Source: an optimization exercise on an open RTL-to-GDS flow (aim: small area, a short achievable clock period and few clock cycles per item). Production flows keep margins and buffers that such runs may drop.
Only simulation tests tie the RTL to the original design; equivalence was not proved.

==> 10-03 <==
## hsl_to_rgb_converter
module hsl_to_rgb_converter (
	input  logic clk,
	input  logic arst_n,
	input  logic hsl_valid,
	output logic hsl_stall,
	input  hsl_pkg::hsl_t hsl,
	output logic rgb_valid,
	input  logic rgb_stall,
	output hsl_pkg::rgb_t rgb
);
	logic v1, v2, v3, vo;
	logic adv;
	assign adv = !(vo && rgb_stall);
	always_ff @(posedge clk or negedge arst_n) begin
		if (!arst_n) begin
			v1 <= 1'b0;
			v2 <= 1'b0;
			v3 <= 1'b0;
			vo <= 1'b0;
		end else if (adv) begin
			v1 <= hsl_valid;
			v2 <= v1;
			v3 <= v2;
			vo <= v3;
		end
	end
	assign hsl_stall = !adv;
	assign rgb_valid = vo;
	logic [3:0] so1, st1, sn1;
	logic s41;
	logic [8:0] l1;
	logic gt1;
	logic [7:0] L1;
	logic [3:0] hb1;
	logic [7:0] hl1;
	logic [2:0] sec1;
	logic [15:0] P1;
	logic [11:0] G1;
	logic [15:0] P2;
	logic [8:0] l2;
	logic [2:0] sec2;
	logic [5:0] bo2, bt2, bn2;
	logic [71:0] r3;
	logic [2:0] sec3;
	logic [7:0] md, mx, mn;
	logic w0;
	logic w1;
	logic w2;
  ...
clock: 7.0 ns
lec_check: 0
cap_margin: 20
core_margin: 2
core_utilization: 40
setup_slack_margin: 3.0
slew_margin: 20
synth_hierarchical: 1
synth_minimum_keep_size: 0
run.sh (not shown) runs the stock make flow with config.mk's settings and CLKGATE_MAP_FILE= SYNTH_SCRIPT=/design/flow/synth_recipe.tcl, a recipe that flattens the netlist after the stock synthesis.
==> 11-11 (differences from 10-03) <==
==> flow/flow/run.sh (new file) <==
#!/bin/bash
# Layout flow: the standard flow (standard.sh) unchanged, except that the
# port buffers that global placement inserts are buf_2 cells rather than the
# default choice. Its full output goes to standard.log in this folder.
cp standard.sh standard_sh.txt.log
export BUFFER_PORTS_ARGS="-buffer_cell sky130_fd_sc_hd__buf_2"
bash standard.sh > standard.log 2>&1
==> flow/standard.sh (new file) <==
#!/bin/bash
# synth_recipe.tcl (not shown) runs the flow's synth.tcl, then flattens the netlist and writes it again
# the make line also repeats each setting of config.mk as NAME=value (left out here)
make -C /OpenROAD-flow-scripts/flow DESIGN_CONFIG=/design/flow/config.mk WORK_HOME=/design/flow/orfs CLKGATE_MAP_FILE= SYNTH_SCRIPT=/design/flow/synth_recipe.tcl "${@:-finish}"
removed: flow/run.sh
==> summary of the runs <==
Of 11-11 and 10-03, 11-11 has the higher fmax (gap 0.54%, measured against 10-03). In die area, 11-11 and 10-03 do not differ. Global-route usage: 11-11 is lower than 10-03 (0.63 points). First-iteration DRC count: 10-03 is higher than 11-11 (about 17%). Against 10-03, the count of clock-buffer cells in the layout of 11-11 is lower by 1. Against 10-03, the design area of 11-11 is lower by 1.7%. Against 10-03, the sequential share of layout area of 11-11 is higher by 0.51 points. In 11-11 the worst setup slack is higher than in 10-03, by 21 ps.
Testbench counts of 10-03, summed over its fixed seeds: cycles 16,032, items 16,000.
Testbench counts of 11-11, summed over its fixed seeds: cycles 16,032, items 16,000.

---

==> tundra <==
Another version of the RTL of hsl_to_rgb_converter (not shown whole).
==> flow/design.v (excerpt) <==
module hsl_to_rgb_converter (
	input  logic clk,
	input  logic arst_n,
	input  logic hsl_valid,
	output logic hsl_stall,
	input  hsl_pkg::hsl_t hsl,
	output logic rgb_valid,
	input  logic rgb_stall,
	output hsl_pkg::rgb_t rgb
);
	logic v1, v2, v3, vo;
	logic adv;
	assign adv = !(vo && rgb_stall);
	always_ff @(posedge clk or negedge arst_n) begin
		if (!arst_n) begin
			v1 <= 1'b0;
			v2 <= 1'b0;
			v3 <= 1'b0;
			vo <= 1'b0;
		end else if (adv) begin
			v1 <= hsl_valid;
			v2 <= v1;
			v3 <= v2;
			vo <= v3;
		end
	end
	assign hsl_stall = !adv;
	assign rgb_valid = vo;
	logic [3:0] so1, st1, sn1;
	logic s41;
	logic [8:0] l1;
	logic gt1;
	logic [7:0] L1;
	logic [3:0] hb1;
	logic [7:0] hl1;
	logic [2:0] sec1;
	logic [15:0] P1;
	logic [11:0] G1;
	logic [15:0] P2;
	logic [8:0] l2;
	logic [2:0] sec2;
	logic [5:0] bo2, bt2, bn2;
	logic [65:0] r3;
	logic [2:0] sec3;
	logic [7:0] md, mx, mn;
	logic w0;
  ...
export LEC_CHECK = 0
export ABC_AREA = 1
export CAP_MARGIN = 20
export CORE_MARGIN = 2
export CORE_UTILIZATION = 40
export CTS_BUF_LIST = sky130_fd_sc_hd__clkbuf_8
export SETUP_SLACK_MARGIN = 3.5
export SLEW_MARGIN = 20
export SYNTH_HIERARCHICAL = 1
export SYNTH_MINIMUM_KEEP_SIZE = 0
create_clock -name core_clock -period 7.0 [get_ports {clk}]
standard.sh (not shown) runs the stock make flow with config.mk's settings and CLKGATE_MAP_FILE= SYNTH_SCRIPT=/design/flow/synth_recipe.tcl, a recipe that flattens the netlist after the stock synthesis.
==> flow/flow/run.sh <==
#!/bin/bash
# Layout flow: the standard flow (standard.sh) unchanged, except that the
# port buffers that global placement inserts are buf_2 cells rather than the
# default choice. Its full output goes to standard.log in this folder.
cp standard.sh standard_sh.txt.log
export BUFFER_PORTS_ARGS="-buffer_cell sky130_fd_sc_hd__buf_2"
bash standard.sh > standard.log 2>&1
==> inputs of cedar, as changes to tundra <==
--- a/flow/design.v
+++ b/flow/design.v
@@ -3638,26 +3638,23 @@
 			r3[64] <= w1325;
 			r3[65] <= w1333;
 			sec3 <= sec2;
 		end
 	end
-	logic [23:0] ro;
-	logic [2:0]  so;
-	hsl_pkg::rgb_t y;
+	hsl_pkg::rgb_t y, ro;
+	always_comb begin
+		case (sec3)
+			3'd0:    y = {mx, md, mn};
+			3'd1:    y = {md, mx, mn};
+			3'd2:    y = {mn, mx, md};
+			3'd3:    y = {mn, md, mx};
+			3'd4:    y = {md, mn, mx};
+			default: y = {mx, mn, md};
+		endcase
+	end
 	always_ff @(posedge clk) begin
 		if (adv) begin
-			ro <= {mx, md, mn};
-			so <= sec3;
+			ro <= y;
 		end
 	end
-	always_comb begin
-		case (so)
-			3'd0:    y = {ro[23:16], ro[15:8], ro[7:0]};
-			3'd1:    y = {ro[15:8], ro[23:16], ro[7:0]};
-			3'd2:    y = {ro[7:0], ro[23:16], ro[15:8]};
-			3'd3:    y = {ro[7:0], ro[15:8], ro[23:16]};
-			3'd4:    y = {ro[15:8], ro[7:0], ro[23:16]};
-			default: y = {ro[23:16], ro[7:0], ro[15:8]};
-		endcase
-	end
-	assign rgb = y;
+	assign rgb = ro;
 endmodule
==> inputs of yarrow, as changes to tundra <==
Settings changed: CTS_BUF_LIST sky130_fd_sc_hd__clkbuf_8 to not set.
==> qor.txt <==
global-route wire length before repair = 63.8 mm
Core Region = 40,800 µm²
status = no timing/DRC/antenna violations
DRT Pass-1 Iters = 5
full die area = 43,000 µm²
final WL = 39.8 mm
met2 Use GR = 0.302
fin crit period = 3.43 ns
post-synthesis average cell area = 9.68 µm²
nonclk buf count = 131
That was cedar.
==> qor.txt <==
status = no timing/DRC/antenna violations
CP startpoint = rgb_stall
met2 Use GR = 0.308
full die area = 42,900 µm²
Worst Path Max Fanout = 28
Worst-path clk slew = 0.07 ns
port bufs = 62
Slew Limit Headroom = 0.271
fin crit period = 3.43 ns
global-route wire length before repair = 62.5 mm
max reg flops = 66
post-synthesis average cell area = 9.95 µm²
Core Region = 40,700 µm²
nonclk buf count = 138
CP max-delay cell = buf_4
final core utilization = 0.459
register area = 5480 µm²
That was yarrow.
==> qor.txt <==
reg2reg setup slack = 3.60 ns
Worst path top cell family by delay = buffers and inverters
post-synthesis average cell area = 9.95 µm²
CP startpoint = rgb_stall
max reg flops = 66
reg2reg start = P2[14]$_DFFE_PN_
nonclk buf count = 139
final WL = 39.0 mm
global-route wire length before repair = 62.2 mm
full die area = 42,900 µm²
area grow syn2layout = 12.2%
Core Region = 40,700 µm²
grt ovf = 0
fin crit period = 3.43 ns
met2 Use GR = 0.307
status = no timing/DRC/antenna violations
That was tundra.
Testbench counts of tundra, summed over its fixed seeds: cycles 16,032, items 16,000.
Testbench counts of cedar, summed over its fixed seeds: cycles 16,032, items 16,000.
Testbench counts of yarrow, summed over its fixed seeds: cycles 16,032, items 16,000.

-- afterwards: timing with drivers on the ports --
The results above use ideal ports. As a check the final layouts listed here were re-extracted and re-timed, cells and wires unchanged. Step 1, drivers: a clkbuf_16 drives clk and a buf_2 each remaining input, both assumed. Step 2 times the ports against the registers' clock, not the clock port: input delays grow and output delays shrink by t, the midpoint of the rising clock arrivals with the driver on. Slacks: ideal / step 1 / step 2; pairs: ideal / step 1.
| run | t (ns) | setup slack, ns | worst hold slack (ns) | worst setup path at the end |
|---|---|---|---|---|
| 10-03 | 0.512 | 3.118 / 3.092 / 2.925 | 0.424 / 0.424 / 0.424 | input to register |
| 11-11 | 0.497 | 3.139 / 3.139 / 3.139 | 0.421 / 0.421 / 0.421 | register to register |
| tundra | 0.536 | 3.575 / 3.549 / 3.549 | 0.421 / 0.421 / 0.421 | input to output |
| cedar | 0.532 | 3.574 / 3.574 / 3.574 | 0.433 / 0.433 / 0.433 | register to register |
| yarrow | 0.492 | 3.570 / 3.545 / 3.545 | 0.418 / 0.418 / 0.418 | input to output |
After both steps setup and hold are still met in every run listed. The setup slack of 10-03, which loses most, moves by -0.026 ns with the drivers and by -0.193 ns with both steps.
